This design comes from an exercise in tuning for small area on the open sky130 flow, not from production work. Only simulation tests tie the RTL to the original design; equivalence was not proved.

==> flow/design.v <==
package bi_pkg;
    localparam int DATA_W = 32;
    localparam int NUM_SEG = 4;
    localparam int SEG_W = DATA_W / NUM_SEG;
    localparam int LINK_W = DATA_W + NUM_SEG;
    localparam int HIST_BINS = NUM_SEG * (SEG_W / 2 + 1) + 1;
    localparam int LIVE_BINS = NUM_SEG * (SEG_W / 2) + 1;
    localparam int BIN_W = $clog2(HIST_BINS);
    localparam int HIST_CNT_W = 16;
    localparam int SUM_W = 22;
    typedef struct packed {
        logic [DATA_W-1:0]  data;
        logic [NUM_SEG-1:0] inv;
    } link_word_t;
endpackage
module bi_tx_stage (
    input  logic                      clk,
    input  logic                      rst_n,
    input  logic [bi_pkg::DATA_W-1:0] in_data_i,
    input  logic                      in_valid_i,
    output logic                      in_ready_o,
    input  logic                      tx_ready_i,
    output logic [bi_pkg::DATA_W-1:0] tx_data_o,
    output logic                      tx_valid_o
);
    logic [bi_pkg::DATA_W-1:0] data_q;
    logic              full_q;
    assign in_ready_o = ~full_q | tx_ready_i;
    always_ff @(posedge clk or negedge rst_n) begin
        if (!rst_n) begin
            full_q <= 1'b0;
        end else begin
            full_q <= (in_valid_i & in_ready_o) | (full_q & ~tx_ready_i);
        end
    end
    always_ff @(posedge clk) begin
        if (in_ready_o) begin
            data_q <= in_data_i;
        end
    end
    assign tx_data_o = data_q;
    assign tx_valid_o = full_q;
endmodule
module bi_seg_coder (
    input  logic [bi_pkg::SEG_W-1:0] seg_i,
    input  logic [bi_pkg::SEG_W-1:0] raw_i,
    input  logic                     inv_i,
    output logic                     inv_o,
    output logic [2:0]               tog_o
);
    logic [bi_pkg::SEG_W-1:0] d;
    logic [3:0]               c;
    logic                     gt4;
    assign d = seg_i ^ raw_i;
    logic s1, c1, s2, c2, s3, c3, k1, t, k2, k3;
    assign {c1, s1} = 2'(d[0]) + 2'(d[1]) + 2'(d[2]);
    assign {c2, s2} = 2'(d[3]) + 2'(d[4]) + 2'(d[5]);
    assign {c3, s3} = {d[6] & d[7], d[6] ^ d[7]};
    assign {k1, c[0]} = 2'(s1) + 2'(s2) + 2'(s3);
    assign {k2, t} = 2'(c1) + 2'(c2) + 2'(c3);
    assign {k3, c[1]} = {t & k1, t ^ k1};
    assign c[2] = k2 ^ k3;
    assign c[3] = k2 & k3;
    assign gt4 = c[3] | (c[2] & (c[1] | c[0]));
    assign inv_o = inv_i ^ gt4;
    assign tog_o = gt4 ? 3'(4'd9 - c) : c[2:0];
endmodule
module bi_link_reg (
    input  logic                      clk,
    input  logic                      rst_n,
    input  logic                      tx_full_i,
    input  logic                      link_ready_i,
    output logic                      tx_ready_o,
    output logic                      load_o,
    output logic                      full_o,
    input  logic [bi_pkg::DATA_W-1:0] raw_i,
    input  logic [bi_pkg::NUM_SEG-1:0] inv_i,
    output logic [bi_pkg::DATA_W-1:0] raw_o,
    output logic [bi_pkg::NUM_SEG-1:0] inv_o,
    output bi_pkg::link_word_t        link_o
);
    logic [bi_pkg::DATA_W-1:0]  raw_q;
    logic [bi_pkg::NUM_SEG-1:0] inv_q;
    logic                       full_q;
    assign tx_ready_o = ~full_q | link_ready_i;
    assign load_o = tx_full_i & tx_ready_o;
    always_ff @(posedge clk or negedge rst_n) begin
        if (!rst_n) begin
            full_q <= 1'b0;
        end else begin
            full_q <= load_o | (full_q & ~link_ready_i);
        end
    end
    assign full_o = full_q;
    always_ff @(posedge clk or negedge rst_n) begin
        if (!rst_n) begin
            raw_q <= '0;
            inv_q <= '0;
        end else if (load_o) begin
            raw_q <= raw_i;
            inv_q <= inv_i;
        end
    end
    assign raw_o = raw_q;
    assign inv_o = inv_q;
    always_comb begin
        for (int s = 0; s < bi_pkg::NUM_SEG; s++) begin
            link_o.data[s*bi_pkg::SEG_W +: bi_pkg::SEG_W] =
                raw_q[s*bi_pkg::SEG_W +: bi_pkg::SEG_W] ^ {bi_pkg::SEG_W{inv_q[s]}};
        end
        link_o.inv = inv_q;
    end
endmodule
module bi_rx_stage (
    input  logic                      clk,
    input  logic                      rst_n,
    input  logic [bi_pkg::DATA_W-1:0] raw_i,
    input  logic                      link_full_i,
    output logic                      link_ready_o,
    output logic [bi_pkg::DATA_W-1:0] out_data_o,
    output logic                      out_valid_o,
    input  logic                      out_ready_i
);
    logic [bi_pkg::DATA_W-1:0] data_q;
    logic              full_q;
    assign link_ready_o = ~full_q | out_ready_i;
    always_ff @(posedge clk or negedge rst_n) begin
        if (!rst_n) begin
            full_q <= 1'b0;
        end else begin
            full_q <= (link_full_i & link_ready_o) | (full_q & ~out_ready_i);
        end
    end
    always_ff @(posedge clk) begin
        if (link_ready_o) begin
            data_q <= raw_i;
        end
    end
    assign out_data_o = data_q;
    assign out_valid_o = full_q;
endmodule
module bi_transition_stats (
    input  logic                     clk,
    input  logic                     rst_n,
    input  logic                     load_i,
    input  logic [4*3-1:0]           tog_i,
    input  logic                     stat_req_i,
    output logic                     stat_valid_o,
    output logic [bi_pkg::BIN_W-1:0] stat_bin_o,
    output logic [bi_pkg::SUM_W-1:0] stat_sum_o
);
    localparam int NB = bi_pkg::LIVE_BINS;
    localparam int CW = bi_pkg::HIST_CNT_W;
    localparam int BW = bi_pkg::BIN_W;
    localparam int SW = bi_pkg::SUM_W;
    localparam int PW = SW - 1;
    logic [BW-1:0] hit_bin;
    assign hit_bin = BW'(tog_i[2:0]) + BW'(tog_i[5:3]) + BW'(tog_i[8:6]) + BW'(tog_i[11:9]);
    logic [CW-1:0] hist_q [NB];
    logic [CW-1:0] hist_t [NB];
    always_comb begin
        for (int i = 0; i < NB; i++) begin
            hist_t[i][0] = load_i & (hit_bin == BW'(i));
            for (int k = 1; k < CW; k++) begin
                hist_t[i][k] = hist_t[i][k-1] & hist_q[i][k-1];
            end
        end
    end
    always_ff @(posedge clk or negedge rst_n) begin
        if (!rst_n) begin
            for (int i = 0; i < NB; i++) begin
                hist_q[i] <= '0;
            end
        end else begin
            for (int i = 0; i < NB; i++) begin
                hist_q[i] <= hist_q[i] ^ hist_t[i];
            end
        end
    end
    logic [BW-1:0] cnt_q;
    logic          idle;
    logic          req_accept;
    logic          stat_valid_q;
    logic [CW-1:0] h;
    assign idle = (cnt_q == '0);
    assign req_accept = idle & stat_req_i;
    always_comb begin
        h = '0;
        for (int i = 0; i < NB; i++) begin
            h = h | (hist_q[i] & {CW{cnt_q == BW'(i)}});
        end
    end
    always_ff @(posedge clk or negedge rst_n) begin
        if (!rst_n) begin
            cnt_q <= '0;
            stat_valid_q <= 1'b0;
        end else begin
            if (req_accept) begin
                cnt_q <= BW'(1);
                stat_valid_q <= 1'b0;
            end else if (cnt_q == BW'(bi_pkg::HIST_BINS + 1)) begin
                cnt_q <= '0;
                stat_valid_q <= 1'b1;
            end else if (!idle) begin
                cnt_q <= cnt_q + 1'b1;
            end
        end
    end
    logic [PW-1:0] p_q;
    logic [PW-1:0] p_in;
    logic [PW-1:0] p_s;
    logic [PW:0]   p_c;
    logic          fin;
    logic          q_en;
    logic [SW-1:0] q_b;
    logic [SW-1:0] q_s;
    logic [SW:0]   q_c;
    logic [CW-1:0] run_max_q;
    logic [BW-1:0] run_bin_q;
    logic [SW-1:0] run_sum_q;
    logic h_gt;
    always_comb begin
        logic eq;
        h_gt = 1'b0;
        eq = 1'b1;
        for (int i = CW - 1; i >= 0; i--) begin
            h_gt = h_gt | (eq & h[i] & ~run_max_q[i]);
            eq = eq & ~(h[i] ^ run_max_q[i]);
        end
    end
    assign fin = (cnt_q == BW'(NB));
    assign q_en = ~idle & (cnt_q <= BW'(NB));
    assign q_b = fin ? {p_q[SW-5:0], 4'b0000} : ~{1'b0, p_q};
    assign p_in = idle ? '0 : p_q;
    always_comb begin
        p_c[0] = 1'b0;
        for (int i = 0; i < PW; i++) begin
            logic hb;
            hb = (i < CW) ? h[i] : 1'b0;
            p_s[i] = p_in[i] ^ hb ^ p_c[i];
            p_c[i+1] = (p_in[i] & hb) | (p_in[i] & p_c[i]) | (hb & p_c[i]);
        end
        q_c[0] = ~fin;
        for (int i = 0; i < SW; i++) begin
            q_s[i] = run_sum_q[i] ^ q_b[i] ^ q_c[i];
            q_c[i+1] = (run_sum_q[i] & q_b[i]) | (run_sum_q[i] & q_c[i]) | (q_b[i] & q_c[i]);
        end
    end
    always_ff @(posedge clk) begin
        p_q <= p_s;
        if (req_accept) begin
            run_max_q <= h;
            run_bin_q <= '0;
        end else if (!idle) begin
            if (h_gt) begin
                run_max_q <= h;
                run_bin_q <= cnt_q;
            end
        end
        if (req_accept) begin
            run_sum_q <= '0;
        end else if (q_en) begin
            run_sum_q <= q_s;
        end
    end
    assign stat_valid_o = stat_valid_q;
    assign stat_bin_o = run_bin_q;
    assign stat_sum_o = run_sum_q;
endmodule
module bi_link_top (
    input  logic                      clk,
    input  logic                      rst_n,
    input  logic [bi_pkg::DATA_W-1:0] in_data_i,
    input  logic                      in_valid_i,
    output logic                      in_ready_o,
    output logic [bi_pkg::DATA_W-1:0] out_data_o,
    output logic                      out_valid_o,
    input  logic                      out_ready_i,
    output bi_pkg::link_word_t        link_o,
    input  logic                      stat_req_i,
    output logic                      stat_valid_o,
    output logic [bi_pkg::BIN_W-1:0]  stat_bin_o,
    output logic [bi_pkg::SUM_W-1:0]  stat_sum_o
);
    logic [bi_pkg::DATA_W-1:0]  tx_data;
    logic                       tx_ready;
    logic                       tx_full;
    logic                       load;
    logic [bi_pkg::DATA_W-1:0]  link_raw;
    logic [bi_pkg::NUM_SEG-1:0] link_inv;
    logic                       link_full;
    logic                       link_ready;
    logic [bi_pkg::NUM_SEG-1:0] code_inv;
    logic [4*3-1:0]             seg_tog;
    bi_tx_stage u_tx_stage (
        .clk        (clk),
        .rst_n      (rst_n),
        .in_data_i  (in_data_i),
        .in_valid_i (in_valid_i),
        .in_ready_o (in_ready_o),
        .tx_ready_i (tx_ready),
        .tx_data_o  (tx_data),
        .tx_valid_o (tx_full)
    );
    for (genvar g = 0; g < bi_pkg::NUM_SEG; g++) begin : gen_seg_coder
        bi_seg_coder u_seg_coder (
            .seg_i (tx_data[g*bi_pkg::SEG_W +: bi_pkg::SEG_W]),
            .raw_i (link_raw[g*bi_pkg::SEG_W +: bi_pkg::SEG_W]),
            .inv_i (link_inv[g]),
            .inv_o (code_inv[g]),
            .tog_o (seg_tog[g*3 +: 3])
        );
    end
    bi_link_reg u_link_reg (
        .clk          (clk),
        .rst_n        (rst_n),
        .tx_full_i    (tx_full),
        .link_ready_i (link_ready),
        .tx_ready_o   (tx_ready),
        .load_o       (load),
        .full_o       (link_full),
        .raw_i        (tx_data),
        .inv_i        (code_inv),
        .raw_o        (link_raw),
        .inv_o        (link_inv),
        .link_o       (link_o)
    );
    bi_rx_stage u_rx_stage (
        .clk          (clk),
        .rst_n        (rst_n),
        .raw_i        (link_raw),
        .link_full_i  (link_full),
        .link_ready_o (link_ready),
        .out_data_o   (out_data_o),
        .out_valid_o  (out_valid_o),
        .out_ready_i  (out_ready_i)
    );
    bi_transition_stats u_stats (
        .clk          (clk),
        .rst_n        (rst_n),
        .load_i       (load),
        .tog_i        (seg_tog),
        .stat_req_i   (stat_req_i),
        .stat_valid_o (stat_valid_o),
        .stat_bin_o   (stat_bin_o),
        .stat_sum_o   (stat_sum_o)
    );
endmodule
==> flow/flow/run.sh <==
#!/bin/bash
# Standard layout with three changes:
#  - synthesis maps the logic with an area-oriented ABC script (flow/abc_area.script);
#    everything else in synthesis, registers included, is the standard synthesis
#  - the port buffers use the smallest buffer cell
#  - clock tree synthesis uses larger sink clusters and no dummy loads
set -euo pipefail
W=$(pwd)
# the standard synthesis script, with only the ABC script swapped
sed "s|^source \$::env(SCRIPTS_DIR)/synth_preamble.tcl|&\nset abc_args [lreplace \$abc_args 1 1 $W/flow/abc_area.script]|" \
    "$FLOW_HOME/scripts/synth.tcl" > "$W/area_synth_body.tcl"
grep -q "abc_area.script\]" "$W/area_synth_body.tcl"
sed "s|source \$::env(SCRIPTS_DIR)/synth.tcl|source $W/area_synth_body.tcl|" "$W/synth_recipe.tcl" > "$W/area_synth.tcl"
grep -q "area_synth_body.tcl" "$W/area_synth.tcl"
sed "s|SYNTH_SCRIPT=[^ ]*|SYNTH_SCRIPT=$W/area_synth.tcl|" "$W/standard.sh" > "$W/area_standard.sh"
grep -q "SYNTH_SCRIPT=$W/area_synth.tcl" "$W/area_standard.sh"
export BUFFER_PORTS_ARGS="-buffer_cell sky130_fd_sc_hd__buf_1"
export CTS_ARGS="-sink_clustering_enable -repair_clock_nets -sink_clustering_size 30 -sink_clustering_max_diameter 80 -buf_list sky130_fd_sc_hd__clkbuf_16 -dont_use_dummy_load"
bash "$W/area_standard.sh" > "$W/standard.log" 2>&1
==> flow/flow/abc_area.script <==
strash
&get -n
&fraig -x
&put
dc2
strash
&get -n
&dch -f
&nf -a -p -R 1000
&put
topo
dnsize -c
==> flow/standard.sh <==
#!/bin/bash
# synth_recipe.tcl (not shown) runs the flow's synth.tcl, then flattens the netlist and writes it again
# the make line also repeats each setting of config.mk as NAME=value (left out here)
make -C /OpenROAD-flow-scripts/flow DESIGN_CONFIG=/design/flow/config.mk WORK_HOME=/design/flow/orfs CLKGATE_MAP_FILE= SYNTH_SCRIPT=/design/flow/synth_recipe.tcl "${@:-finish}"
==> flow/config.mk <==
export PLATFORM = sky130hd
export DESIGN_NAME = bi_link_top
export DESIGN_NICKNAME = bi_link_top
export VERILOG_FILES = /design/flow/design.v
export SDC_FILE = /design/flow/constraint.sdc
export NUM_CORES = 4
export LEC_CHECK = 0
export ABC_AREA = 1
export CAP_MARGIN = 0
export CORE_MARGIN = 2
export CORE_UTILIZATION = 75
export SLEW_MARGIN = 0
==> flow/constraint.sdc <==
create_clock -name core_clock -period 12.0 [get_ports {clk}]
set_input_delay 2.4000 -clock core_clock [delete_from_list [all_inputs] [get_ports {clk}]]
set_output_delay 2.4000 -clock core_clock [all_outputs]
set_load 0.01 [all_outputs]
==> impl_metrics.yaml, run 1 <==
outcome:
  status: "complete, no violations"
global_route:
  grt_overflow: 0
  antenna_found_initial: 0
  grt_max_degree: 73
  grt_pass1_wl_um: 68700
  grt_pass1_vias: 12863
  gr-usage-all-layers_pct: 31.4
synthesis:
  synthTopCellsByCount: "dfrtp_1, ha_1, nand2_1, clkinv_1, edfxtp_1"
  yosys_register_bits: 445
  yosysWarningCount: 6
  synth_fp_nets: 1795
  synth_cell_type_count: 36
  synthesis.area_um2: 20000
  synth-async-reset-ratio_pct: 71.2
  yosysSeqAreaShare_pct: 56.5
  synth_edf_count: 80
  yosysMostFrequentCell: "dfrtp_1"
  synth_cells: 1417
  synthTopCellsByArea: "dfrtp_1, ha_1, edfxtp_1, fa_1, dfxtp_1"
  synthFlopType: "dfrtp_1"
  yosys.area.top_type: "dfrtp_1"
  avgSynthCellArea_um2: 14.1
  yosysTopAreaCellShare_pct: 39.7
layout:
  nNetsFinal: 1969
  layout.cells.non_filler: 1924
  multi_input_area_um2: 8370
  fill_cells: 1488
  diodes: 0
  drive_gt1_share_pct: 2.96
  area_growth_pct: 7.79
  seq_area_um2: 11300
placement:
  dp_hpwl_um: 30700
  post-place-cells: 1905
  io_buffers: 134
  place.gp.congestion: 0.890
clock_tree:
  cts.reportedPaths.clkPinSlew_ps: 110
  clk_path_buf_depth: 3
  numCtsBuffers: 19
  post_cts_resized: 0
  clock-root-buffer: "clkbuf_16"
  cts_tree: "done"
  post_cts_buffers: 0
  holdBufCountCts: 0
  htree_levels: 1
  worst_skew_pair.late_latency_ps: 540
  cts_sinks: 445
worst_setup_path:
  critPathMostFrequentCell: "fa_1"
  critical_path_buf_inv_count: 3
  cp_slowest_cell: "nor2_1"
  worstPathArrival_ps: 9470
  crit_required_ps: 12460
  cp-start-kind: "flop"
  critical_path_class: "flop to flop"
  cp_slowest_stage_delay_ps: 730
  critPathTopFamily: "adder cells"
  critPathCaptureType: "flop"
  cp_max_fo: 7
sta:
  hold_viol: 0
  rsz0062_at_grt: "no"
  fin_crit_sh_pct: 75.1
  skew_ps: 54.2
  fin_hold_ws_ps: 465
  relSlewSlack_pct: 32.2
  setup_violations: 0
  worst_slew_pin_slew_ps: 1010
  fin_tns_setup_ps: 0
  report.final.slew_viol_count: 0
  achievable-frequency_mhz: 111
  post-route-min-period_ps: 9010
drt:
  detail-route-antenna-nets: 0
  avgViaCountPerCell: 6.28
  vias: 12075
  wire_per_inst_um: 21.9
  routed_wl_um: 42200
  dr.pass1.iters: 19
  drcViolationCount: 0
  drtIter0Drc: 1280
floorplanning:
  initial_core_util_pct: 76.5
  rows: 59
  die_area_um2: 28000
  io-pin-count: 135
  die_width_um: 167
  core-area_um2: 26100
  dieHeight_um: 167
job:
  drv_cap: 0
hold_path:
  hp-class: "flop to flop"
## worst paths after layout
check                                       from                     to  slack [ps]  cells past startpoint
min reg2reg                u_tx_stage.data_q[14]   u_link_reg.raw_q[14]         460                      1
min in group asynchronous                  rst_n  u_stats.hist_q[4][15]        1950                      1
min                        u_tx_stage.data_q[14]   u_link_reg.raw_q[14]         460                      1
max in group asynchronous                  rst_n   u_link_reg.raw_q[15]        7730                      3
max                             u_stats.cnt_q[1]        u_stats.p_q[20]        2990                     30
max reg2reg                     u_stats.cnt_q[1]        u_stats.p_q[20]        2990                     30
## cells by family (layout without fill, tap and decap cells)
family	after synthesis	after routing	share of synthesized area, %
adder cells (fa/ha/maj)	346	346	23.7
multiplexers	32	32	1.80
flip-flops	445	445	56.5
AO/OA/AOI/OAI	197	197	7.26
buffers and inverters	84	256	1.65
XOR/XNOR	97	97	4.25
AND/OR/NAND/NOR	216	216	4.81
## sequential cells by signal (all words and copies together) (netlist names)
register              flops
u_stats.p_q              21
u_stats.run_sum_q        22
u_stats.cnt_q             5
u_tx_stage.data_q        32
u_link_reg.full_q         1
u_stats.run_bin_q         5
u_link_reg.inv_q          4
u_link_reg.raw_q         32
u_tx_stage.full_q         1
u_rx_stage.full_q         1
u_stats.run_max_q        16
u_stats.stat_valid_q      1
u_stats.hist_q          272
u_rx_stage.data_q        32
## routing by layer
layer  vias up  part of all wire (%)  track usage (%)  wire length [um]
li1       5467                     -                -                 -
met1      6116                    39             40.3             16700
met2       417                    51             56.0             21600
met3        75                   5.7             4.14              2390
met4         0                   3.6             10.6              1520
met5         -                     0                0                 0
## layout by cell type, fill, tap and decap left out, types with 7 or more instances in the layout
| cell type | netlist | final |
|---|---|---|
| a211oi_1 | 8 | 8 |
| a21o_1 | 7 | 7 |
| a21oi_1 | 32 | 32 |
| a222oi_1 | 62 | 62 |
| a22oi_1 | 34 | 34 |
| and2_0 | 7 | 7 |
| buf_1 | 0 | 133 |
| buf_4 | 4 | 23 |
| clkbuf_16 | 0 | 19 |
| clkinv_1 | 80 | 80 |
| dfrtp_1 | 317 | 317 |
| dfxtp_1 | 48 | 48 |
| edfxtp_1 | 80 | 80 |
| fa_1 | 56 | 56 |
| ha_1 | 285 | 285 |
| mux2_1 | 32 | 32 |
| nand2_1 | 86 | 85 |
| nand2b_1 | 10 | 8 |
| nand3_1 | 20 | 20 |
| nand4_1 | 17 | 17 |
| nor2_1 | 60 | 60 |
| o21ai_0 | 44 | 44 |
| xnor2_1 | 30 | 30 |
| xor2_1 | 67 | 67 |
## stage by stage
stage | setup slack, ps | util (%) | instance area [um2]
floorplan | 3690 | - | 20000
global placement | 3260 | 80.6 | 21100
detailed placement | 3110 | 80.6 | 21100
CTS | 3080 | 82.4 | 21500
global route | 2610 | 82.4 | 21500
finish | 2990 | 82.4 | 21500
## final cells by class
type | count | area share [%]
flip-flops and latches | 445 | 52.4
clock buffers | 19 | 2.21
well taps | 335 | 1.95
multi-input cells | 888 | 38.9
inverters | 80 | 1.39
repair buffers | 157 | 3.15
==> inputs of run 2 (changes only) <==
--- a/flow/config.mk
+++ b/flow/config.mk
@@ -10,3 +10,3 @@
 export CORE_MARGIN = 2
-export CORE_UTILIZATION = 75
+export CORE_UTILIZATION = 65
 export SLEW_MARGIN = 0
==> run 2 against run 1 <==
  * Die area grew 15%
  * First-iteration DRC count down 17%
  * Clock-buffer cell count rose by 1
  * Setup slack improved by 38 ps
  * Hold slack improved by 12 ps
==> impl_metrics.yaml, run 2 <==
sta:
  achievable-frequency_mhz: 111
  rsz0062_at_grt: "no"
  report.final.slew_viol_count: 0
  relSlewSlack_pct: 28.9
  fin_crit_sh_pct: 74.8
  fin_hold_ws_ps: 476
  skew_ps: 46.2
  setup_violations: 0
  fin_ws_ps: 3030
  post-route-min-period_ps: 8970
  worst_slew_pin_slew_ps: 1060
  fin_tns_setup_ps: 0
  hold_viol: 0
layout:
  diodes: 0
  nNetsFinal: 1969
  final_common_cell: "dfrtp_1"
  layout.cells.non_filler: 1985
  largest-register: "u_stats.hist_q"
  fill_cells: 2166
  largest_reg_flops: 272
  area_growth_pct: 8.33
  drive_gt1_share_pct: 2.96
  mostFrequentLayoutCells: "dfrtp_1, ha_1, buf_1"
drt:
  drcViolationCount: 0
  routed_wl_um: 41800
  vias: 11816
  drtIter0Drc: 1057
  detail-route-antenna-nets: 0
  wire_per_inst_um: 21.1
  avgViaCountPerCell: 5.95
  dr.pass1.iters: 8
global_route:
  antenna_found_initial: 0
  grt_max_degree: 152
  gr-usage-all-layers_pct: 27.0
  grt_pass1_wl_um: 66100
  grt_overflow: 0
  grt_pass1_vias: 12246
clock_tree:
  post_cts_buffers: 0
  numCtsBuffers: 20
  cts_tree: "done"
  htree_levels: 1
  clk_path_buf_depth: 3
  worst_skew_pair.late_latency_ps: 550
  cts_sinks: 445
  cts.reportedPaths.clkPinSlew_ps: 90
  clock-root-buffer: "clkbuf_16"
  holdBufCountCts: 0
  post_cts_resized: 0
floorplanning:
  initial_core_util_pct: 65.7
  die_width_um: 179
  rows: 64
  die_area_um2: 32200
  io-pin-count: 135
  core-area_um2: 30400
  dieHeight_um: 179
worst_setup_path:
  cp_max_fo: 7
  critical_path_class: "flop to flop"
  critPathCaptureType: "flop"
  cp_slowest_cell: "nor2_1"
  worstPathArrival_ps: 9400
  cp_slowest_stage_delay_ps: 700
  cp-start-kind: "flop"
  critPathMostFrequentCell: "fa_1"
  crit_required_ps: 12430
synthesis:
  synth_cells: 1417
  yosys_register_bits: 445
  yosysTopAreaCellShare_pct: 39.7
  synthesis.area_um2: 20000
  yosysSeqAreaShare_pct: 56.5
  synthTopCellsByCount: "dfrtp_1, ha_1, nand2_1, clkinv_1, edfxtp_1"
  avgSynthCellArea_um2: 14.1
  synthTopCellsByArea: "dfrtp_1, ha_1, edfxtp_1, fa_1, dfxtp_1"
  yosysWarningCount: 6
  synth_fp_nets: 1795
  synthFlopType: "dfrtp_1"
  synth-async-reset-ratio_pct: 71.2
  yosys.area.top_type: "dfrtp_1"
  yosysMostFrequentCell: "dfrtp_1"
  synth_edf_count: 80
  synth_cell_type_count: 36
placement:
  place.gp.congestion: 0.825
  io_buffers: 134
  dp_hpwl_um: 30200
  post-place-cells: 1965
  dpl_worst_slack_ps: 3120
job:
  drv_cap: 0
hold_path:
  hp-class: "flop to flop"
outcome:
  status: "complete, no violations"
## run 2: cell counts after synthesis
Identical to the previous run, type by type.
## run 2: area by class of cell
| type | count | area [um2] | share of cell area, % |
|---|---|---|---|
| clock buffer | 20 | 500 | 2.31 |
| inverter | 80 | 300 | 1.39 |
| multi-input combinational | 888 | 8370 | 38.7 |
| sequential | 445 | 11300 | 52.2 |
| tap | 396 | 495 | 2.29 |
| timing repair buffer | 156 | 684 | 3.16 |
## run 2: path summary, 6_finish.rpt
path                                             from                endpoint  slack (ps)  depth (start not counted)
worst max-delay path                 u_stats.cnt_q[1]         u_stats.p_q[20]        3030                         30
worst min-delay path            u_stats.hist_q[8][15]   u_stats.hist_q[8][15]         480                          1
worst max register to register       u_stats.cnt_q[1]         u_stats.p_q[20]        3030                         30
worst min register to register  u_stats.hist_q[8][15]   u_stats.hist_q[8][15]         480                          1
max in group asynchronous                       rst_n   u_stats.hist_q[10][1]        8160                          3
min in group asynchronous                       rst_n  u_stats.hist_q[13][14]        1840                          1
## run 2: per-stage QoR
stage	area (um2)	util (%)
6_report	21600	71.1
5_1_grt	21600	71.1
4_1_cts	21600	71.1
3_5_place_dp	21100	69.5
3_3_place_gp	21100	69.5
2_1_floorplan	20000	-
## run 2: layer usage
| layer | vias to the layer above | wire length [um] | global-route usage, % |
|---|---|---|---|
| li1 | 5461 | - | - |
| met1 | 5945 | 17400 | 35.8 |
| met2 | 343 | 20900 | 46.8 |
| met3 | 67 | 2290 | 3.76 |
| met4 | 0 | 1210 | 8.00 |
| met5 | - | 0 | 0 |
## run 2: logic make-up after synthesis
group                      after synthesis  synth area share [%]
xor gates and xnor gates                97                  4.25
and+or+nand+nor                        216                  4.81
AOI/OAI and AO/OA                      197                  7.26
adders and majority gates              346                  23.7
muxes                                   32                  1.80
buffers and inverters                   84                  1.65
DFF                                    445                  56.5
## run 2: critical path: cells and delay by family (launching register included)
family,cells,cell delay [ps]
AO/OA/AOI/OAI,2,410
XOR/XNOR,1,120
adder cells (fa/ha/maj),21,6710
buffers and inverters,3,250
flip-flops,1,410
AND/OR/NAND/NOR,3,1000

[separate check: timing with driven ports]
In the flow no input, the clock included, has a driving cell. The finished layouts below were timed again as built, in two steps.
Step 1 (the two cells are an assumption about what drives the block):
set clk [get_ports {clk}]
set_driving_cell -lib_cell sky130_fd_sc_hd__clkbuf_16 $clk
set_driving_cell -lib_cell sky130_fd_sc_hd__buf_2 [delete_from_list [all_inputs] $clk]
Step 2 moves the port delays by t, midway between the first and last clock arrival at a register: inputs arrive t later, outputs are due t later. That takes back most of the time a late clock gives input paths.
a / b / c = ideal ports / drivers / drivers and shift; a / b = the first two.
run	t (ns)	setup slack, ns	worst data-port slew with drivers (ns)
run 1	0.561	2.991 / 2.991 / 2.991	0.05
run 2	0.576	3.029 / 3.029 / 3.029	0.04
After both steps setup and hold are still met in every run listed.
